Source: an optimization exercise on an open RTL-to-GDS flow (aim: small area and a short achievable clock period). Production flows keep margins and buffers that such runs may drop.
RTL that was checked went through simulation tests only; none was proved equivalent to the original.
The RTL of run 1 was laid out without a check of its function.

==> flow/design.v (outline; a module is shown in full before it is edited, if it fits) <==
// module cic_decim: 2765 lines
// module ddc_core: 2639 lines
module ddc_core
(
    input  logic        ADC_CLK,
    input  logic        RST_N,
    input  logic [11:0] ADC_IN,
    input  logic        ENC_SW,
    input  logic        ENC_DIR,
    input  logic        ENC_CNT,
    input  logic        ENC_CLK,
    input  logic        DATA_ACK,
    output logic [15:0] OUT,
    output logic        DATA_RDY
);
  // ...
==> flow/run.sh <==
#!/bin/bash
# synth_recipe.tcl (not shown) runs the flow's synth.tcl, then flattens the netlist and writes it again
# the make line also repeats each setting of config.mk as NAME=value (left out here)
make -C /OpenROAD-flow-scripts/flow DESIGN_CONFIG=/design/flow/config.mk WORK_HOME=/design/flow/orfs CLKGATE_MAP_FILE= SYNTH_SCRIPT=/design/flow/synth_recipe.tcl finish
==> flow/config.mk <==
export PLATFORM = sky130hd
export DESIGN_NAME = ddc_core
export DESIGN_NICKNAME = ddc_core
export VERILOG_FILES = /design/flow/design.v
export SDC_FILE = /design/flow/constraint.sdc
export NUM_CORES = 4
export LEC_CHECK = 0
export CAP_MARGIN = 20
export CORE_MARGIN = 2
export CORE_UTILIZATION = 40
export SETUP_SLACK_MARGIN = 4
export SLEW_MARGIN = 20
==> flow/constraint.sdc <==
create_clock -name core_clock -period 8.0 [get_ports {ADC_CLK}]
set_input_delay 1.6000 -clock core_clock [delete_from_list [all_inputs] [get_ports {ADC_CLK}]]
set_output_delay 1.6000 -clock core_clock [all_outputs]
set_load 0.01 [all_outputs]
==> impl_metrics.csv, run 1 <==
group,metric,value,unit
cells_and_area,nets,4867,
global_routing,grt_pass1_wl,157,mm
cts,max-clock-path-buffers,3,
logic_synthesis,synth_top_area_cell,"dfrtp_1",
status,run_status,"finished clean",
cts,cts_tree,"yes",
route,finalWirelength,91.6,mm
min_path,hold_start,"meta_q[3]",
logic_synthesis,post_synth_edffs,0,
sta,rsz0062_at_grt,"yes",
logic_synthesis,synth_top_cell_area_share,38.5,%
cells_and_area,nMultiInputCombCells,3158,
min_path,worst_hold_path_cells,0,
die,die_outline_area,0.112,mm2
cells_and_area,inverters_excl_clock,370,
cts,cts-resized-gates,0,
cells_and_area,buf_share,1.24,%
cells_and_area,nClkBuffers,115,
min_path,hold_path_class,"flop to flop",
cts,clockRootBuffer,"clkbuf_16",
logic_synthesis,synth.most_common_cell,"dfrtp_1",
cells_and_area,fraction_of_layout_cells_with_a_size_suffix_above_1,8.17,%
min_path,hold_end,"sync_q[3]",
global_routing,globalRouteMet2Util,27.4,%
die,floorplan.tapcells,1414,
placed_design,dpl.hpwl,64.1,mm
die,core-area,0.109,mm2
==> run 2, diff against run 1 <==
--- a/flow/design.v
+++ b/flow/design.v
@@ -16,17 +16,17 @@
     input  logic [16:0] da,      
     input  logic [16:0] db,      
     input  logic        dk1,
     input  logic        dk2,
     input  logic        dv,      
     output logic [15:0] dout
 );
     logic [16:0] i0l_q, i0h_q, i1l_q, i1h_q, i2l_q, i2h_q;
-    logic [2:0]  i0d_q;           
+    logic        i0c_a_q, i0c_b_q, i0v_q;    
     logic        i1c_q, i2c_q;
     logic [33:0] u_q, v_q, w_q;
     logic        xp_q;            
     logic [1:0]  cu_q, cv_q;      
     logic ci_s_1;
     logic ci_c_2;
     assign ci_s_1 = i0l_q[0] ^ da[0] ^ db[0];
     assign ci_c_2 = (i0l_q[0] & da[0]) | (i0l_q[0] & db[0]) | (da[0] & db[0]);
@@ -422,84 +422,86 @@
     assign i0l_sum[10] = i0l_sum_p_45 ^ i0l_sum_G_168;
     assign i0l_sum[11] = i0l_sum_p_46 ^ i0l_sum_G_170;
     assign i0l_sum[12] = i0l_sum_p_47 ^ i0l_sum_G_172;
     assign i0l_sum[13] = i0l_sum_p_48 ^ i0l_sum_G_174;
     assign i0l_sum[14] = i0l_sum_p_49 ^ i0l_sum_G_176;
     assign i0l_sum[15] = i0l_sum_p_50 ^ i0l_sum_G_178;
     assign i0l_sum[16] = i0l_sum_p_51 ^ i0l_sum_G_180;
     assign i0l_sum[17] = i0l_sum_p_52 ^ i0l_sum_G_186;
+    logic [2:0] i0d;
+    assign i0d = {1'b0, i0c_a_q} + {1'b0, i0c_b_q} - {2'b0, i0v_q};
     logic i0h_sum_p_190;
     logic i0h_sum_g_207;
-    assign i0h_sum_p_190 = i0h_q[0] ^ i0d_q[0];
-    assign i0h_sum_g_207 = i0h_q[0] & i0d_q[0];
+    assign i0h_sum_p_190 = i0h_q[0] ^ i0d[0];
+    assign i0h_sum_g_207 = i0h_q[0] & i0d[0];
     logic i0h_sum_p_191;
     logic i0h_sum_g_208;
-    assign i0h_sum_p_191 = i0h_q[1] ^ i0d_q[1];
-    assign i0h_sum_g_208 = i0h_q[1] & i0d_q[1];
+    assign i0h_sum_p_191 = i0h_q[1] ^ i0d[1];
+    assign i0h_sum_g_208 = i0h_q[1] & i0d[1];
     logic i0h_sum_p_192;
     logic i0h_sum_g_209;
-    assign i0h_sum_p_192 = i0h_q[2] ^ i0d_q[2];
-    assign i0h_sum_g_209 = i0h_q[2] & i0d_q[2];
+    assign i0h_sum_p_192 = i0h_q[2] ^ i0d[2];
+    assign i0h_sum_g_209 = i0h_q[2] & i0d[2];
     logic i0h_sum_p_193;
     logic i0h_sum_g_210;
-    assign i0h_sum_p_193 = i0h_q[3] ^ i0d_q[2];
-    assign i0h_sum_g_210 = i0h_q[3] & i0d_q[2];
+    assign i0h_sum_p_193 = i0h_q[3] ^ i0d[2];
+    assign i0h_sum_g_210 = i0h_q[3] & i0d[2];
     logic i0h_sum_p_194;
     logic i0h_sum_g_211;
-    assign i0h_sum_p_194 = i0h_q[4] ^ i0d_q[2];
-    assign i0h_sum_g_211 = i0h_q[4] & i0d_q[2];
+    assign i0h_sum_p_194 = i0h_q[4] ^ i0d[2];
+    assign i0h_sum_g_211 = i0h_q[4] & i0d[2];
     logic i0h_sum_p_195;
     logic i0h_sum_g_212;
-    assign i0h_sum_p_195 = i0h_q[5] ^ i0d_q[2];
-    assign i0h_sum_g_212 = i0h_q[5] & i0d_q[2];
+    assign i0h_sum_p_195 = i0h_q[5] ^ i0d[2];
+    assign i0h_sum_g_212 = i0h_q[5] & i0d[2];
     logic i0h_sum_p_196;
     logic i0h_sum_g_213;
-    assign i0h_sum_p_196 = i0h_q[6] ^ i0d_q[2];
-    assign i0h_sum_g_213 = i0h_q[6] & i0d_q[2];
+    assign i0h_sum_p_196 = i0h_q[6] ^ i0d[2];
+    assign i0h_sum_g_213 = i0h_q[6] & i0d[2];
     logic i0h_sum_p_197;
     logic i0h_sum_g_214;
-    assign i0h_sum_p_197 = i0h_q[7] ^ i0d_q[2];
-    assign i0h_sum_g_214 = i0h_q[7] & i0d_q[2];
+    assign i0h_sum_p_197 = i0h_q[7] ^ i0d[2];
+    assign i0h_sum_g_214 = i0h_q[7] & i0d[2];
     logic i0h_sum_p_198;
     logic i0h_sum_g_215;
-    assign i0h_sum_p_198 = i0h_q[8] ^ i0d_q[2];
-    assign i0h_sum_g_215 = i0h_q[8] & i0d_q[2];
+    assign i0h_sum_p_198 = i0h_q[8] ^ i0d[2];
+    assign i0h_sum_g_215 = i0h_q[8] & i0d[2];
     logic i0h_sum_p_199;
     logic i0h_sum_g_216;
-    assign i0h_sum_p_199 = i0h_q[9] ^ i0d_q[2];
-    assign i0h_sum_g_216 = i0h_q[9] & i0d_q[2];
+    assign i0h_sum_p_199 = i0h_q[9] ^ i0d[2];
+    assign i0h_sum_g_216 = i0h_q[9] & i0d[2];
     logic i0h_sum_p_200;
     logic i0h_sum_g_217;
-    assign i0h_sum_p_200 = i0h_q[10] ^ i0d_q[2];
-    assign i0h_sum_g_217 = i0h_q[10] & i0d_q[2];
+    assign i0h_sum_p_200 = i0h_q[10] ^ i0d[2];
+    assign i0h_sum_g_217 = i0h_q[10] & i0d[2];
     logic i0h_sum_p_201;
     logic i0h_sum_g_218;
-    assign i0h_sum_p_201 = i0h_q[11] ^ i0d_q[2];
-    assign i0h_sum_g_218 = i0h_q[11] & i0d_q[2];
+    assign i0h_sum_p_201 = i0h_q[11] ^ i0d[2];
+    assign i0h_sum_g_218 = i0h_q[11] & i0d[2];
     logic i0h_sum_p_202;
     logic i0h_sum_g_219;
-    assign i0h_sum_p_202 = i0h_q[12] ^ i0d_q[2];
-    assign i0h_sum_g_219 = i0h_q[12] & i0d_q[2];
+    assign i0h_sum_p_202 = i0h_q[12] ^ i0d[2];
+    assign i0h_sum_g_219 = i0h_q[12] & i0d[2];
     logic i0h_sum_p_203;
     logic i0h_sum_g_220;
-    assign i0h_sum_p_203 = i0h_q[13] ^ i0d_q[2];
-    assign i0h_sum_g_220 = i0h_q[13] & i0d_q[2];
+    assign i0h_sum_p_203 = i0h_q[13] ^ i0d[2];
+    assign i0h_sum_g_220 = i0h_q[13] & i0d[2];
     logic i0h_sum_p_204;
     logic i0h_sum_g_221;
-    assign i0h_sum_p_204 = i0h_q[14] ^ i0d_q[2];
-    assign i0h_sum_g_221 = i0h_q[14] & i0d_q[2];
+    assign i0h_sum_p_204 = i0h_q[14] ^ i0d[2];
+    assign i0h_sum_g_221 = i0h_q[14] & i0d[2];
     logic i0h_sum_p_205;
     logic i0h_sum_g_222;
-    assign i0h_sum_p_205 = i0h_q[15] ^ i0d_q[2];
-    assign i0h_sum_g_222 = i0h_q[15] & i0d_q[2];
+    assign i0h_sum_p_205 = i0h_q[15] ^ i0d[2];
+    assign i0h_sum_g_222 = i0h_q[15] & i0d[2];
     logic i0h_sum_p_206;
     logic i0h_sum_g_223;
-    assign i0h_sum_p_206 = i0h_q[16] ^ i0d_q[2];
-    assign i0h_sum_g_223 = i0h_q[16] & i0d_q[2];
+    assign i0h_sum_p_206 = i0h_q[16] ^ i0d[2];
+    assign i0h_sum_g_223 = i0h_q[16] & i0d[2];
     logic i0h_sum_G_224;
     assign i0h_sum_G_224 = i0h_sum_g_208 | (i0h_sum_p_191 & i0h_sum_g_207);
     logic i0h_sum_P_225;
     assign i0h_sum_P_225 = i0h_sum_p_191 & i0h_sum_p_190;
     logic i0h_sum_G_226;
     assign i0h_sum_G_226 = i0h_sum_g_209 | (i0h_sum_p_192 & i0h_sum_g_208);
     logic i0h_sum_P_227;
     assign i0h_sum_P_227 = i0h_sum_p_192 & i0h_sum_p_191;
@@ -2735,28 +2737,32 @@
     always_ff @(posedge clk or negedge rst_n) begin
         if (!rst_n) begin
             i0l_q   <= '0;
             i0h_q   <= '0;
             i1l_q   <= '0;
             i1h_q   <= '0;
             i2l_q   <= '0;
             i2h_q   <= '0;
-            i0d_q   <= '0;
+            i0c_a_q <= 1'b0;
+            i0c_b_q <= 1'b0;
+            i0v_q   <= 1'b0;
             i1c_q   <= 1'b0;
             i2c_q   <= 1'b0;
             u_q     <= '0;
             v_q     <= '0;
             w_q     <= '0;
             xp_q    <= 1'b0;
             cu_q    <= '0;
             cv_q    <= '0;
         end else begin
             i0l_q   <= i0l_sum[16:0];
-            i0d_q   <= {1'b0, i0c_a_d} + {1'b0, i0c_b_d} - {2'b0, dv};
+            i0c_a_q <= i0c_a_d;
+            i0c_b_q <= i0c_b_d;
+            i0v_q   <= dv;
             i0h_q   <= i0h_sum;
             i1l_q   <= i1l_sum[16:0];
             i1c_q   <= i1l_sum[17];
             i1h_q   <= i1h_sum;
             i2l_q   <= i2l_sum[16:0];
             i2c_q   <= i2l_sum[17];
             i2h_q   <= i2h_sum;
             if (strobe) begin
@@ -2780,150 +2786,114 @@
     input  logic        ENC_SW,
     input  logic        ENC_DIR,
     input  logic        ENC_CNT,
     input  logic        ENC_CLK,
     input  logic        DATA_ACK,
     output logic [15:0] OUT,
     output logic        DATA_RDY
 );
-    function automatic logic [18:0] mag_booth(input logic [6:0] a);
-        logic [18:0] v;
-        case (a)
-            7'd0: v = 19'h00000;
-            7'd1: v = 19'h00642;
-            7'd2: v = 19'h00a98;
-            7'd3: v = 19'h00891;
-            7'd4: v = 19'h01021;
-            7'd5: v = 19'h02224;
-            7'd6: v = 19'h0d258;
-            7'd7: v = 19'h0d112;
-            7'd8: v = 19'h0c851;
-            7'd9: v = 19'h0c401;
-            7'd10: v = 19'h08241;
-            7'd11: v = 19'h08702;
-            7'd12: v = 19'h08442;
-            7'd13: v = 19'h08802;
-            7'd14: v = 19'h09242;
-            7'd15: v = 19'h0a301;
-            7'd16: v = 19'h16051;
-            7'd17: v = 19'h15012;
-            7'd18: v = 19'h14a84;
-            7'd19: v = 19'h14880;
-            7'd20: v = 19'h14434;
-            7'd21: v = 19'h10241;
-            7'd22: v = 19'h10118;
-            7'd23: v = 19'h10431;
-            7'd24: v = 19'h10a41;
-            7'd25: v = 19'h10884;
-            7'd26: v = 19'h11004;
-            7'd27: v = 19'h12284;
-            7'd28: v = 19'h26044;
-            7'd29: v = 19'h25221;
-            7'd30: v = 19'h25111;
-            7'd31: v = 19'h24804;
-            7'd32: v = 19'h24691;
-            7'd33: v = 19'h24424;
-            7'd34: v = 19'h20254;
-            7'd35: v = 19'h20052;
-            7'd36: v = 19'h20652;
-            7'd37: v = 19'h20452;
-            7'd38: v = 19'h20a58;
-            7'd39: v = 19'h20822;
-            7'd40: v = 19'h21292;
-            7'd41: v = 19'h21001;
-            7'd42: v = 19'h21118;
-            7'd43: v = 19'h22234;
-            7'd44: v = 19'h46054;
-            7'd45: v = 19'h45298;
-            7'd46: v = 19'h45222;
-            7'd47: v = 19'h45051;
-            7'd48: v = 19'h44b04;
-            7'd49: v = 19'h44a32;
-            7'd50: v = 19'h44831;
-            7'd51: v = 19'h44880;
-            7'd52: v = 19'h44691;
-            7'd53: v = 19'h44634;
-            7'd54: v = 19'h44402;
-            7'd55: v = 19'h44454;
-            7'd56: v = 19'h44480;
-            7'd57: v = 19'h40301;
-            7'd58: v = 19'h40281;
-            7'd59: v = 19'h40240;
-            7'd60: v = 19'h40234;
-            7'd61: v = 19'h40221;
-            7'd62: v = 19'h40014;
-            7'd63: v = 19'h40012;
-            7'd64: v = 19'h40011;
-            7'd65: v = 19'h40012;
-            7'd66: v = 19'h40014;
-            7'd67: v = 19'h40221;
-            7'd68: v = 19'h40234;
-            7'd69: v = 19'h40240;
-            7'd70: v = 19'h40281;
-            7'd71: v = 19'h40301;
-            7'd72: v = 19'h44480;
-            7'd73: v = 19'h44454;
-            7'd74: v = 19'h44402;
-            7'd75: v = 19'h44634;
-            7'd76: v = 19'h44691;
-            7'd77: v = 19'h44880;
-            7'd78: v = 19'h44831;
-            7'd79: v = 19'h44a32;
-            7'd80: v = 19'h44b04;
-            7'd81: v = 19'h45051;
-            7'd82: v = 19'h45222;
-            7'd83: v = 19'h45298;
-            7'd84: v = 19'h46054;
-            7'd85: v = 19'h22234;
-            7'd86: v = 19'h21118;
-            7'd87: v = 19'h21001;
-            7'd88: v = 19'h21292;
-            7'd89: v = 19'h20822;
-            7'd90: v = 19'h20a58;
-            7'd91: v = 19'h20452;
-            7'd92: v = 19'h20652;
-            7'd93: v = 19'h20052;
-            7'd94: v = 19'h20254;
-            7'd95: v = 19'h24424;
-            7'd96: v = 19'h24691;
-            7'd97: v = 19'h24804;
-            7'd98: v = 19'h25111;
-            7'd99: v = 19'h25221;
-            7'd100: v = 19'h26044;
-            7'd101: v = 19'h12284;
-            7'd102: v = 19'h11004;
-            7'd103: v = 19'h10884;
-            7'd104: v = 19'h10a41;
-            7'd105: v = 19'h10431;
-            7'd106: v = 19'h10118;
-            7'd107: v = 19'h10241;
-            7'd108: v = 19'h14434;
-            7'd109: v = 19'h14880;
-            7'd110: v = 19'h14a84;
-            7'd111: v = 19'h15012;
-            7'd112: v = 19'h16051;
-            7'd113: v = 19'h0a301;
-            7'd114: v = 19'h09242;
-            7'd115: v = 19'h08802;
-            7'd116: v = 19'h08442;
-            7'd117: v = 19'h08702;
-            7'd118: v = 19'h08241;
-            7'd119: v = 19'h0c401;
-            7'd120: v = 19'h0c851;
-            7'd121: v = 19'h0d112;
-            7'd122: v = 19'h0d258;
-            7'd123: v = 19'h02224;
-            7'd124: v = 19'h01021;
-            7'd125: v = 19'h00891;
-            7'd126: v = 19'h00a98;
-            7'd127: v = 19'h00642;
-            default: v = 19'h0;
+    function automatic logic [21:0] quarter_pair(input logic [5:0] k);
+        logic [21:0] v;
+        case (k)
+            6'd0: v = {11'd2047, 11'd0};
+            6'd1: v = {11'd2046, 11'd50};
+            6'd2: v = {11'd2045, 11'd100};
+            6'd3: v = {11'd2041, 11'd151};
+            6'd4: v = {11'd2037, 11'd201};
+            6'd5: v = {11'd2032, 11'd251};
+            6'd6: v = {11'd2025, 11'd300};
+            6'd7: v = {11'd2017, 11'd350};
+            6'd8: v = {11'd2008, 11'd399};
+            6'd9: v = {11'd1997, 11'd449};
+            6'd10: v = {11'd1986, 11'd497};
+            6'd11: v = {11'd1973, 11'd546};
+            6'd12: v = {11'd1959, 11'd594};
+            6'd13: v = {11'd1944, 11'd642};
+            6'd14: v = {11'd1927, 11'd690};
+            6'd15: v = {11'd1910, 11'd737};
+            6'd16: v = {11'd1891, 11'd783};
+            6'd17: v = {11'd1871, 11'd830};
+            6'd18: v = {11'd1850, 11'd875};
+            6'd19: v = {11'd1828, 11'd920};
+            6'd20: v = {11'd1805, 11'd965};
+            6'd21: v = {11'd1781, 11'd1009};
+            6'd22: v = {11'd1756, 11'd1052};
+            6'd23: v = {11'd1729, 11'd1095};
+            6'd24: v = {11'd1702, 11'd1137};
+            6'd25: v = {11'd1674, 11'd1179};
+            6'd26: v = {11'd1644, 11'd1219};
+            6'd27: v = {11'd1614, 11'd1259};
+            6'd28: v = {11'd1582, 11'd1299};
+            6'd29: v = {11'd1550, 11'd1337};
+            6'd30: v = {11'd1517, 11'd1375};
+            6'd31: v = {11'd1483, 11'd1411};
+            6'd32: v = {11'd1447, 11'd1447};
+            6'd33: v = {11'd1411, 11'd1483};
+            6'd34: v = {11'd1375, 11'd1517};
+            6'd35: v = {11'd1337, 11'd1550};
+            6'd36: v = {11'd1299, 11'd1582};
+            6'd37: v = {11'd1259, 11'd1614};
+            6'd38: v = {11'd1219, 11'd1644};
+            6'd39: v = {11'd1179, 11'd1674};
+            6'd40: v = {11'd1137, 11'd1702};
+            6'd41: v = {11'd1095, 11'd1729};
+            6'd42: v = {11'd1052, 11'd1756};
+            6'd43: v = {11'd1009, 11'd1781};
+            6'd44: v = {11'd965, 11'd1805};
+            6'd45: v = {11'd920, 11'd1828};
+            6'd46: v = {11'd875, 11'd1850};
+            6'd47: v = {11'd830, 11'd1871};
+            6'd48: v = {11'd783, 11'd1891};
+            6'd49: v = {11'd737, 11'd1910};
+            6'd50: v = {11'd690, 11'd1927};
+            6'd51: v = {11'd642, 11'd1944};
+            6'd52: v = {11'd594, 11'd1959};
+            6'd53: v = {11'd546, 11'd1973};
+            6'd54: v = {11'd497, 11'd1986};
+            6'd55: v = {11'd449, 11'd1997};
+            6'd56: v = {11'd399, 11'd2008};
+            6'd57: v = {11'd350, 11'd2017};
+            6'd58: v = {11'd300, 11'd2025};
+            6'd59: v = {11'd251, 11'd2032};
+            6'd60: v = {11'd201, 11'd2037};
+            6'd61: v = {11'd151, 11'd2041};
+            6'd62: v = {11'd100, 11'd2045};
+            6'd63: v = {11'd50, 11'd2046};
+            default: v = 22'h0;
         endcase
-        mag_booth = v;
+        quarter_pair = v;
+    endfunction
+    function automatic logic [4:0] booth8(input logic [3:0] b);
+        logic [4:0] v;
+        case (b)
+            4'd0: v = 5'b00000;
+            4'd1: v = 5'b00001;
+            4'd2: v = 5'b00001;
+            4'd3: v = 5'b00010;
+            4'd4: v = 5'b00010;
+            4'd5: v = 5'b00100;
+            4'd6: v = 5'b00100;
+            4'd7: v = 5'b01000;
+            4'd8: v = 5'b11000;
+            4'd9: v = 5'b10100;
+            4'd10: v = 5'b10100;
+            4'd11: v = 5'b10010;
+            4'd12: v = 5'b10010;
+            4'd13: v = 5'b10001;
+            4'd14: v = 5'b10001;
+            4'd15: v = 5'b00000;
+            default: v = 5'b0;
+        endcase
+        booth8 = v;
+    endfunction
+    function automatic logic [18:0] mag_booth(input logic [10:0] m);
+        logic [4:0] d3;
+        d3 = booth8({1'b0, m[10:8]});
+        mag_booth = {d3[3:0], booth8(m[8:5]), booth8(m[5:2]), booth8({m[2:0], 1'b0})};
     endfunction
     logic [4:0]  meta_q, sync_q;
     logic [2:0]  prev_q, rise;
     logic        cnt_rise, push_rise, ack_rise;
     assign rise      = sync_q[4:2] & ~prev_q;
     assign cnt_rise  = rise[0];
     assign push_rise = rise[1];
     assign ack_rise  = rise[2];
@@ -2945,16 +2915,18 @@
     logic [15:0] mb_q1;
     logic mvalid_q;
     logic ms_q0, ms_q1, mns_q0, mns_q1, mk1_q0, mk1_q1, mk2_q0, mk2_q1;
     logic [33:0] mva0, mvb0, mva1, mvb1;
     logic [5:0]  cnt_q;
     logic        strobe, ser, ser0;
     logic [7:0]  a;
     assign a      = phase_q[31:24];
+    logic [21:0] qpair;
+    assign qpair  = quarter_pair(a[5:0]);
     assign strobe = &cnt_q;
     assign ser    = (cnt_q < 6'd34);    
     assign ser0   = (cnt_q == 6'd0);
     logic x3_d_p_1;
     logic x3_d_g_15;
     assign x3_d_p_1 = ADC_IN[0] ^ 1'b0;
     assign x3_d_g_15 = ADC_IN[0] & 1'b0;
     logic x3_d_p_2;
@@ -5310,18 +5282,18 @@
             rdy_q   <= 1'b0;
             ptr_q   <= 1'b0;
         end else begin
             meta_q  <= {DATA_ACK, ENC_CLK, ENC_CNT, ENC_DIR, ENC_SW};
             sync_q  <= meta_q;
             prev_q  <= sync_q[4:2];
             ftw_q   <= ftw_d;
             phase_q <= ph_sum;
-            lo_q0   <= {a[7] ^ a[6], mag_booth({~a[6], a[5:0]})};
-            lo_q1   <= {a[7], mag_booth(a[6:0])};
+            lo_q0   <= {a[7] ^ a[6], mag_booth(a[6] ? qpair[10:0] : qpair[21:11])};
+            lo_q1   <= {a[7], mag_booth(a[6] ? qpair[21:11] : qpair[10:0])};
             x_q     <= {~ADC_IN[11], ADC_IN[10:0]};
             x3_q    <= x3_d;
             ma_q0[0] <= m0_c_204 ^ lo_q0[19];
             ma_q0[1] <= m0_c_206 ^ lo_q0[19];
             ma_q0[2] <= m0_c_208 ^ lo_q0[19];
             ma_q0[3] <= m0_c_210 ^ lo_q0[19];
             ma_q0[4] <= m0_c_212 ^ lo_q0[19];
             ma_q0[5] <= m0_c_214 ^ lo_q0[19];
==> flow/config.mk (replaced) <==
export PLATFORM = sky130hd
export DESIGN_NAME = ddc_core
export DESIGN_NICKNAME = ddc_core
export VERILOG_FILES = /design/flow/design.v
export SDC_FILE = /design/flow/constraint.sdc
export NUM_CORES = 4
export LEC_CHECK = 0
export ABC_AREA = 1
export CAP_MARGIN = 20
export CORE_MARGIN = 2
export CORE_UTILIZATION = 40
export SETUP_SLACK_MARGIN = 4
export SLEW_MARGIN = 20
==> run 2 against run 1 <==
Via count rose by 22%. Clock-buffer cell count fell by 1. Global-route usage rose by 2.4 points. Die area rose by 6.1%. Setup slack improved by 0.22 ns. First-iteration DRC count rose by 46%. Critical endpoint is now u_cic0.u_q[20]. Fmax rose by 6.2%. Register-to-register slack improved by 0.22 ns.
==> impl_metrics.csv, run 2 <==
group,metric,value,unit
status,run_status,"finished clean",
cts,cts_tree,"yes",
route,drt_iter0_drc,3095,
setup_path,critical_path_arrival,4.13,ns
global_routing,grt.overflow.total,0,
cts,tritoncts.num_buffers,81,
cts,htreeDepth,3,
logic_synthesis,synth_top_area_cell,"dfrtp_1",
cells_and_area,number_of_antenna_cells_inserted,0,
route,post_drt_via_cell_ratio,5.20,
setup_path,cp_max_fo,53,
die,chipHeight,345,um
die,rows,125,
placed_design,dpl.hpwl,83.0,mm
cts,post-cts-setup-buffers,0,
logic_synthesis,synth.most_common_cell,"nand2_1",
cts,clockRootBuffer,"clkbuf_16",
die,ios,36,
cells_and_area,nets,6271,
sta,post-route-min-period,3.57,ns
global_routing,first_global_vias,37200,
route,detailedRoute.firstPassIterationCount,7,
die,floorplan.initialDensity,40.2,%
sta,finalSetupViolCount,0,
sta,timing_worst_slew_pin_value,1.01,ns
logic_synthesis,synth_warnings,2,
setup_path,cp_slowest_stage_delay,0.63,ns
cts,cts.clk_slew.worst_paths,0.06,ns
logic_synthesis,postSynthAreaPerCell,8.09,um2
setup_path,cp_data_required_time,8.56,ns
route,drt_drc_violations_left,0,
sta,hold_slack,0.346,ns
logic_synthesis,synthDistinctLibCells,58,
setup_path,path_cells,"ha_1 > nand2_1 > nor2_1 > nand3_1 > clkinv_2 > buf_4 > nor2_4 > buf_4 > inv_2 > o211ai_1",
sta,hold_viol,0,
sta,rsz0062_at_grt,"no",
die,chipWidth,345,um
logic_synthesis,synth_top_cell_area_share,36.2,%
logic_synthesis,post_synth_edffs,0,
cts,clk_latency,0.66,ns
setup_path,critical_path_startpoint_category,"flop",
logic_synthesis,synth_sequential_area_ratio,36.2,%
sta,clock_skew,0.0314,ns
sta,timing.final.crit_share,44.7,%
route,num_vias,38100,
cts,max-clock-path-buffers,3,
cts,cts.hold.buffers_added,0,
logic_synthesis,synth_cells,5755,
cells_and_area,nFillCells,11300,
cells_and_area,final_cell_mix,"nand2_1, inv_1, dfrtp_1",
cells_and_area,layout-area-overhead-vs-synth,9.91,%
route,ant_nets,0,
logic_synthesis,syn_area,0.0466,mm2
cells_and_area,fraction_of_layout_cells_with_a_size_suffix_above_1,3.82,%
job,maxCapViolations,0,
cells_and_area,mostFrequentLayoutCell,"nand2_1",
setup_path,critical_path.most_common_cell,"buf_4",
min_path,hold_path_class,"flop to flop",
route,wl_per_cell,15.4,um
logic_synthesis,synthTopCellsByCount,"nand2_1, inv_1, dfrtp_1",
logic_synthesis,yosys_most_used_dff,"dfrtp_1",
route,finalWirelength,113,mm
global_routing,antenna_found_initial,0,
placed_design,port_buffers,35,
logic_synthesis,synth_area_leaders,"dfrtp_1, nand2_1, ha_1, inv_1, xor2_1",
setup_path,crit_slowest_cell,"clkinv_2",
global_routing,largest_net_degree_at_the_start_of_global_routing,177,
global_routing,grt_pass1_wl,189,mm
setup_path,timing.setup.critical_path_class,"flop to flop",
die,core-area,0.116,mm2
logic_synthesis,synth_fp_nets,6288,
cts,cts-resized-gates,0,
sta,final-max-slew-violation-count,0,
global_routing,grtUsageTotal,18.9,%
logic_synthesis,ys_seq_elements,673,
die,die_outline_area,0.119,mm2
sta,max-slew-margin-rel,32.5,%
cts,numClockSinks,673,
setup_path,timing.critical_path.to_type,"flop",
sta,setup_total_negative_slack,0,ns
placed_design,finalWeightedCongestion,0.942,
logic_synthesis,postSynth.asyncResetShare,100,%
sta,clock.fmax,280,MHz
-- run 2: changes by cell type after synthesis, sizes merged, moves of 84 or more --
cell / change
nand2: +1127
inv: +368
nand3: +218
xnor2: -214
xor2: +177
mux2: -150
o21ai: +111
a21oi: +84
-- run 2: per-stage QoR --
step | util, % | instance area, um2 | cells | setup WS (ns)
final | 44.2 | 51200 | 7329 | 4.43
after global placement | 41.7 | 48400 | 7179 | 4.35
after global routing | 44.2 | 51200 | 7329 | 4.14
after floorplan | - | 46600 | 5755 | 5.10
after detailed placement | 41.7 | 48400 | 7179 | 4.31
after CTS | 44.1 | 51200 | 7329 | 4.43
-- run 2: path summary, 6_finish.rpt --
path | from | endpoint | slack (ns) | depth (start not counted)
worst min-delay path | meta_q[3] | sync_q[3] | 0.35 | 0
worst min register to register | meta_q[3] | sync_q[3] | 0.35 | 0
worst max-delay path | cnt_q[0] | u_cic0.u_q[20] | 4.43 | 10
min in group asynchronous | RST_N | u_cic1.i0h_q[15] | 0.92 | 1
worst max register to register | cnt_q[0] | u_cic0.u_q[20] | 4.43 | 10
max in group asynchronous | RST_N | x3_q[2] | 5.57 | 2
-- run 2: logic make-up (layout without fill, tap and decap cells) --
group | after synthesis | in the layout | synth area share [%]
buffers and inverters | 905 | 955 | 7.53
AOI/OAI and AO/OA | 1033 | 1033 | 13.2
other | 1 | 1 | 0.00805
adders and majority gates | 514 | 514 | 15.9
and+or+nand+nor | 2250 | 2250 | 20.0
xor gates and xnor gates | 379 | 379 | 7.21
DFF | 673 | 673 | 36.2
-- run 2: cell type report --
class | instances | area [um2] | share of cell area (%)
clock buffers | 114 | 2310 | 4.52
clock inverters | 36 | 504 | 0.985
inverters | 747 | 2810 | 5.49
multi-input cells | 4177 | 26200 | 51.3
flip-flops and latches | 673 | 16800 | 32.9
well taps | 1524 | 1910 | 3.73
repair buffers | 58 | 566 | 1.11
-- run 2: worst max-delay path, delay by kind of cell (launching register included) --
kind | cells | cell delay [ns]
AO/OA/AOI/OAI | 1 | 0.28
buffers and inverters | 4 | 2.11
AND/OR/NAND/NOR | 4 | 0.39
adder cells (fa/ha/maj) | 1 | 0.23
flip-flops | 1 | 0.39
-- run 2: layer usage --
metal  share of wire (%)  track usage (%)  vias to the layer above
met1                  46             25.7                    17900
met4                 3.6             6.66                        0
met5                   0                0                        -
li1                    -                -                    19000
met2                  46             30.8                      946
met3                 4.6             2.62                      268
==> run 3, diff against run 2 <==
--- a/flow/config.mk
+++ b/flow/config.mk
@@ -9,5 +9,5 @@
 export CAP_MARGIN = 20
 export CORE_MARGIN = 2
 export CORE_UTILIZATION = 40
-export SETUP_SLACK_MARGIN = 4
+export SETUP_SLACK_MARGIN = 5
 export SLEW_MARGIN = 20
==> run 3 against run 2 <==
Synthesized area is the same. Routed wire length grew 0.80%. Clock skew is essentially flat. Core utilization grew 0.48 points. Clock-buffer cell count is the same. Sequential share of layout area shrank 0.32 points. Non-clock buffer count grew 42. Critical path type unchanged. Highest routed layer unchanged.
==> impl_metrics.csv, run 3 <==
group,metric,value,unit
die,chipHeight,345,um
cts,numClockSinks,673,
cts,clockRootBuffer,"clkbuf_16",
sta,hold_slack,0.346,ns
setup_path,crit_slowest_cell,"dfrtp_1",
cts,cts_tree,"yes",
logic_synthesis,ys_seq_elements,673,
logic_synthesis,syn_area,0.0466,mm2
route,wl_per_cell,15.4,um
die,chipWidth,345,um
cts,clk_latency,0.66,ns
die,die_outline_area,0.119,mm2
logic_synthesis,synth_cells,5755,
global_routing,largest_net_degree_at_the_start_of_global_routing,177,
logic_synthesis,synth_sequential_area_ratio,36.2,%
cts,max-clock-path-buffers,3,
placed_design,port_buffers,35,
sta,rsz0062_at_grt,"yes",
route,ant_nets,0,
sta,max-slew-margin-rel,32.7,%
sta,timing.final.ws_setup,5.05,ns
setup_path,timing.critical_path.to_type,"flop",
setup_path,timing.setup.critical_path_class,"flop to flop",
min_path,hold_path_class,"flop to flop",
cells_and_area,nets,6313,
cells_and_area,nFillCells,11300,
job,maxCapViolations,0,
route,post_drt_via_cell_ratio,5.21,
logic_synthesis,synth_warnings,2,
placed_design,place_ws,4.31,ns
sta,setup_total_negative_slack,0,ns
global_routing,grt.overflow.total,0,
setup_path,cp_slowest_stage_delay,0.62,ns
logic_synthesis,synthDistinctLibCells,58,
setup_path,cp_max_fo,13,
logic_synthesis,synthTopCellsByCount,"nand2_1, inv_1, dfrtp_1",
sta,post-route-min-period,2.95,ns
logic_synthesis,postSynth.asyncResetShare,100,%
die,floorplan.initialDensity,40.2,%
logic_synthesis,synth_top_area_cell,"dfrtp_1",
die,ios,36,
logic_synthesis,postSynthAreaPerCell,8.09,um2
logic_synthesis,post_synth_edffs,0,
cts,htreeDepth,3,
global_routing,first_global_vias,37300,
logic_synthesis,yosys_most_used_dff,"dfrtp_1",
cells_and_area,final_std_cells_w_o_fill,7371,
setup_path,ff2ff_setup_slack,5.05,ns
sta,clock.fmax,339,MHz
setup_path,critical_path_arrival,3.45,ns
logic_synthesis,synth.most_common_cell,"nand2_1",
placed_design,dpl.hpwl,83.0,mm
cts,tritoncts.num_buffers,81,
die,core-area,0.116,mm2
setup_path,critical_path_startpoint_category,"flop",
cells_and_area,fraction_of_layout_cells_with_a_size_suffix_above_1,5.59,%
global_routing,grtUsageTotal,19.0,%
cells_and_area,number_of_antenna_cells_inserted,0,
sta,clock_skew,0.0316,ns
logic_synthesis,synth_top_cell_area_share,36.2,%
setup_path,path_cells,"clkinvlp_4 > o22ai_1 > a221oi_1 > xor2_1 > fa_1 > fa_1 > xor2_1",
global_routing,grt_pass1_wl,189,mm
die,rows,125,
sta,finalSetupViolCount,0,
route,detailedRoute.firstPassIterationCount,7,
cts,cts.clk_slew.worst_paths,0.05,ns
sta,hold_viol,0,
placed_design,finalWeightedCongestion,0.942,
route,num_vias,38400,
cells_and_area,final_cell_mix,"nand2_1, inv_1, dfrtp_1",
route,finalWirelength,113,mm
placed_design,placed_cells,7179,
cts,cts.hold.buffers_added,0,
status,run_status,"finished clean",
sta,final-max-slew-violation-count,0,
route,drt_drc_violations_left,0,
global_routing,antenna_found_initial,0,
logic_synthesis,synth_area_leaders,"dfrtp_1, nand2_1, ha_1, inv_1, xor2_1",
sta,timing.final.crit_share,36.8,%
cells_and_area,mostFrequentLayoutCell,"nand2_1",
cells_and_area,layout-area-overhead-vs-synth,11.1,%
logic_synthesis,synth_fp_nets,6288,
sta,timing_worst_slew_pin_value,1.01,ns
setup_path,cp_data_required_time,8.50,ns
route,drt_iter0_drc,3173,
[run 3: cell counts after synthesis]
Identical to the previous run, type by type.
[run 3: area by class of cell]
| class | count | area [um2] | share of cell area, % |
|---|---|---|---|
| multi-input cells | 4177 | 26400 | 51.0 |
| well taps | 1524 | 1910 | 3.69 |
| clock inverters | 36 | 504 | 0.975 |
| inverters | 747 | 2900 | 5.61 |
| clock buffers | 114 | 2310 | 4.47 |
| flip-flops and latches | 673 | 16900 | 32.6 |
| repair buffers | 100 | 867 | 1.68 |
[run 3: routing by layer]
metal  up-vias  wire [um]  track usage (%)
li1      19100          -                -
met1     18100      51900             25.7
met2       971      51900             30.9
met3       267       5340             2.63
met4         0       4300             6.90
met5         -          0                0
[run 3: final timing paths]
path,depth (start not counted),from,to
hold reg to reg,0,meta_q[3],sync_q[3]
hold / removal,0,meta_q[3],sync_q[3]
setup / recovery,7,x_q[11],mb_q1[4]
min in group asynchronous,1,RST_N,u_cic1.i0h_q[15]
max in group asynchronous,2,RST_N,x_q[3]
setup reg to reg,7,x_q[11],mb_q1[4]
[run 3: timing repair]
action	in CTS	in global routing
pin swaps	0	3
setup buffers	18	24
resized for setup	53	67
endpoints found under the setup margin	153	117
[run 3: kinds of logic (layout without fill, tap and decap cells)]
kind of cell | after synthesis | count (layout) | share of synthesized area [%]
adders and majority gates | 514 | 514 | 15.9
DFF | 673 | 673 | 36.2
and+or+nand+nor | 2250 | 2250 | 20.0
xor gates and xnor gates | 379 | 379 | 7.21
AOI/OAI and AO/OA | 1033 | 1033 | 13.2
buffers and inverters | 905 | 997 | 7.53
other | 1 | 1 | 0.00805
[run 3: per-stage QoR]
stage               cell area, um2  utilization (%)
detailed placement           48400             41.7
floorplan                    46600                -
finish                       51700             44.6
global route                 51700             44.6
global placement             48400             41.7
CTS                          51300             44.3
[run 3: critical path, delay by kind of cell, from the launching register on]
kind | cells | cell delay (ns)
adders and majority gates | 2 | 1.04
AOI/OAI and AO/OA | 2 | 0.37
xor gates and xnor gates | 2 | 0.36
DFF | 1 | 0.62
buffers and inverters | 1 | 0.42
==> run 4, diff against run 3 <==
==> flow/flow/run.sh (new file) <==
#!/bin/bash
# Own layout flow: the standard ORFS flow (standard.sh, unchanged synthesis script and
# constraints) with a few extra ORFS settings:
#  - port buffers are buf_4 cells instead of the default pick,
#  - the resizer may swap cells across footprints,
#  - timing repair aims at a larger setup margin.
set -euo pipefail
bash standard.sh \
  "SETUP_SLACK_MARGIN=${MARGIN:-5.25}" \
  "MATCH_CELL_FOOTPRINT=0" \
  "BUFFER_PORTS_ARGS=-buffer_cell sky130_fd_sc_hd__buf_4" \
  finish > standard_flow.log 2>&1
==> flow/standard.sh (new file) <==
#!/bin/bash
# synth_recipe.tcl (not shown) runs the flow's synth.tcl, then flattens the netlist and writes it again
# the make line also repeats each setting of config.mk as NAME=value (left out here)
make -C /OpenROAD-flow-scripts/flow DESIGN_CONFIG=/design/flow/config.mk WORK_HOME=/design/flow/orfs CLKGATE_MAP_FILE= SYNTH_SCRIPT=/design/flow/synth_recipe.tcl "${@:-finish}"
--- a/flow/config.mk
+++ b/flow/config.mk
@@ -9,5 +9,4 @@
 export CAP_MARGIN = 20
 export CORE_MARGIN = 2
 export CORE_UTILIZATION = 40
-export SETUP_SLACK_MARGIN = 5
 export SLEW_MARGIN = 20
removed: flow/run.sh
==> run 4 against run 3 <==
Critical path type is now flop to output port. Clock skew decreased by 0.0067 ns. Synthesized area did not move. Flip-flop and latch count did not move. Still clean on timing, DRC and antenna. Clock-buffer cell count is 7 higher.
==> impl_metrics.csv, run 4 <==
group,metric,value,unit
status,run_status,"finished clean",
setup_path,critical-path-top-delay-family,"flip-flops",
global_routing,grt_pass1_wl,193,mm
cells_and_area,nets,6423,
setup_path,critical_path_arrival,1.24,ns
logic_synthesis,postSynthAreaPerCell,8.09,um2
logic_synthesis,ys_seq_elements,673,
cts,clockRootBuffer,"clkbuf_16",
die,floorplan.initialDensity,40.2,%
setup_path,cp_data_required_time,6.40,ns
logic_synthesis,adder_and_majority_gate_portion_of_the_synthesized_area,15.9,%
die,chipHeight,345,um
logic_synthesis,synth_top_family_by_area,"simple AND/OR/NAND/NOR gates",
logic_synthesis,synth_cells,5755,
global_routing,largest_net_degree_at_the_start_of_global_routing,151,
sta,finalSetupViolCount,0,
logic_synthesis,synth_top_area_cell,"dfrtp_1",
sta,hold_viol,0,
logic_synthesis,synthDistinctLibCells,58,
placed_design,finalWeightedCongestion,0.955,
cts,cts.clk_slew.worst_paths,0.06,ns
die,chipWidth,345,um
cells_and_area,layout-area-overhead-vs-synth,14.4,%
logic_synthesis,synthTopCellsByCount,"nand2_1, inv_1, dfrtp_1",
global_routing,grt.overflow.total,0,
global_routing,grtUsageTotal,19.4,%
logic_synthesis,synth_sequential_area_ratio,36.2,%
route,wl_per_cell,15.7,um
sta,max-slew-margin-rel,34.3,%
sta,rsz0062_at_grt,"yes",
setup_path,crit_slowest_cell,"dfrtp_2",
route,num_vias,39100,
logic_synthesis,synth.most_common_cell,"nand2_1",
logic_synthesis,synth_area_leaders,"dfrtp_1, nand2_1, ha_1, inv_1, xor2_1",
cells_and_area,fraction_of_layout_cells_with_a_size_suffix_above_1,10.4,%
placed_design,port_buffers,35,
job,maxCapViolations,0,
logic_synthesis,syn_area,0.0466,mm2
setup_path,cp_max_fo,2,
sta,post-route-min-period,2.84,ns
setup_path,cp_slowest_stage_delay,0.46,ns
setup_path,path_cells,"buf_6",
setup_path,critical_path_startpoint_category,"flop",
cts,htreeDepth,3,
setup_path,critical_path_buf_inv_count,1,
logic_synthesis,synth_top_cell_area_share,36.2,%
setup_path,timing.critical_path.to_type,"output port",
logic_synthesis,synth_compound_area_share,13.2,%
cells_and_area,mostFrequentLayoutCell,"nand2_1",
route,detailedRoute.firstPassIterationCount,7,
logic_synthesis,synth-simple-area-share,20.0,%
min_path,hold_path_class,"flop to flop",
route,drt_iter0_drc,2930,
logic_synthesis,synth_fp_nets,6288,
cts,clk_latency,0.66,ns
placed_design,dpl.hpwl,84.1,mm
sta,timing_worst_slew_pin_value,0.986,ns
logic_synthesis,postSynth.asyncResetShare,100,%
cells_and_area,number_of_antenna_cells_inserted,0,
cells_and_area,final_cell_mix,"nand2_1, inv_1, dfrtp_1",
cts,max-clock-path-buffers,3,
logic_synthesis,yosys_most_used_dff,"dfrtp_1",
global_routing,first_global_vias,38000,
logic_synthesis,synth.mux.area_fraction,0,%
global_routing,antenna_found_initial,0,
sta,setup_total_negative_slack,0,ns
route,finalWirelength,118,mm
cts,cts.hold.buffers_added,0,
route,ant_nets,0,
route,post_drt_via_cell_ratio,5.23,
sta,timing.final.crit_share,35.5,%
die,rows,125,
route,drt_drc_violations_left,0,
die,die_outline_area,0.119,mm2
die,ios,36,
logic_synthesis,synth_warnings,2,
logic_synthesis,post_synth_xor_area_fraction,7.21,%
die,core-area,0.116,mm2
sta,final-max-slew-violation-count,0,
sta,clock.fmax,352,MHz
cts,cts_tree,"yes",
cts,tritoncts.num_buffers,83,
cts,numClockSinks,673,
logic_synthesis,post_synth_edffs,0,
setup_path,timing.setup.critical_path_class,"flop to output port",
sta,clock_skew,0.0249,ns
[run 4: cell counts after synthesis]
No cell type changed its count.
[run 4: worst paths after layout]
path                                          to       from  depth (start not counted)  slack (ns)
worst max-delay path                      OUT[0]   out_q[0]                          1        5.16
worst min-delay path                   sync_q[1]  meta_q[1]                          0        0.34
worst max register to register          mb_q0[4]  lo_q0[10]                          7        5.18
worst min register to register         sync_q[1]  meta_q[1]                          0        0.34
max in group asynchronous            phase_q[26]      RST_N                          2        5.64
min in group asynchronous       u_cic1.i1h_q[14]      RST_N                          1        0.97
[run 4: final cells by class]
type / instances / area [um2]
Clock inverter: 27 / 357
Tap cell: 1524 / 1910
Timing Repair Buffer: 202 / 1730
Timing Repair inverter: 6 / 35.0
Clock buffer: 121 / 2380
Fill cell: 11300 / 62600
Multi-Input combinational cell: 4177 / 27000
Sequential cell: 673 / 16900
Inverter: 747 / 2940
[run 4: kinds of logic after synthesis]
family / after synthesis
other: 1
XOR/XNOR: 379
flip-flops: 673
AND/OR/NAND/NOR: 2250
buffers and inverters: 905
adder cells (fa/ha/maj): 514
AO/OA/AOI/OAI: 1033
[run 4: layer usage]
layer  global-route usage, %  vias to the layer above  part of all wire (%)
li1                        -                    19200                     -
met1                    25.9                    18500                    45
met2                    32.0                     1016                    46
met3                    2.76                      370                   4.7
met4                    7.33                        0                   4.2
met5                       0                        -                     0
[run 4: stage by stage]
stage	hold WS (ns)	std cells	worst slack, ns	area (um2)	util, %
finish	0.345	7477	5.16	53300	46.0
global route	0.346	7477	5.11	53300	46.0
CTS	0.345	7390	5.10	51900	44.8
detailed placement	0.336	7177	4.51	48300	41.7
global placement	0.335	7177	4.61	48300	41.7
floorplan	0.331	5755	5.25	46600	-
[run 4: what timing repair did]
action,CTS,global route
pin swaps,5,44
buffers inserted,63,83
resized for setup,110,195
cloned,2,4
setup endpoints to repair,224,178
endpoints found under the hold margin,0,0

==> re-timing with driven ports <==
The results above use ideal ports. As a check the final layouts listed here were re-extracted and re-timed, cells and wires unchanged. Step 1: set_driving_cell puts a clkbuf_16 on ADC_CLK and a buf_2 on each other input, an assumption about the parent block. Step 2 adds t to the input delays and takes it off the output delays; t is the mean of the earliest and latest rising clock arrival at the registers after step 1. Input paths then give back, and output paths get back, about the clock's delay inside the block. Slacks: ideal / step 1 / step 2; pairs: ideal / step 1.
run | shift t [ns] | slack for setup (ns) | worst setup path at the end
run 1 | 0.692 | 4.207 / 4.207 / 3.707 | input to register
run 2 | 0.710 | 4.427 / 4.427 / 4.267 | input to register
run 3 | 0.711 | 5.053 / 4.991 / 4.423 | input to register
run 4 | 0.712 | 5.159 / 5.094 / 4.934 | input, reset recovery
After both steps every run listed still meets setup and hold. The setup slack of run 3, which loses most, moves by -0.062 ns with the drivers and by -0.630 ns with both steps. The worst setup slack also covers recovery checks on asynchronous resets.
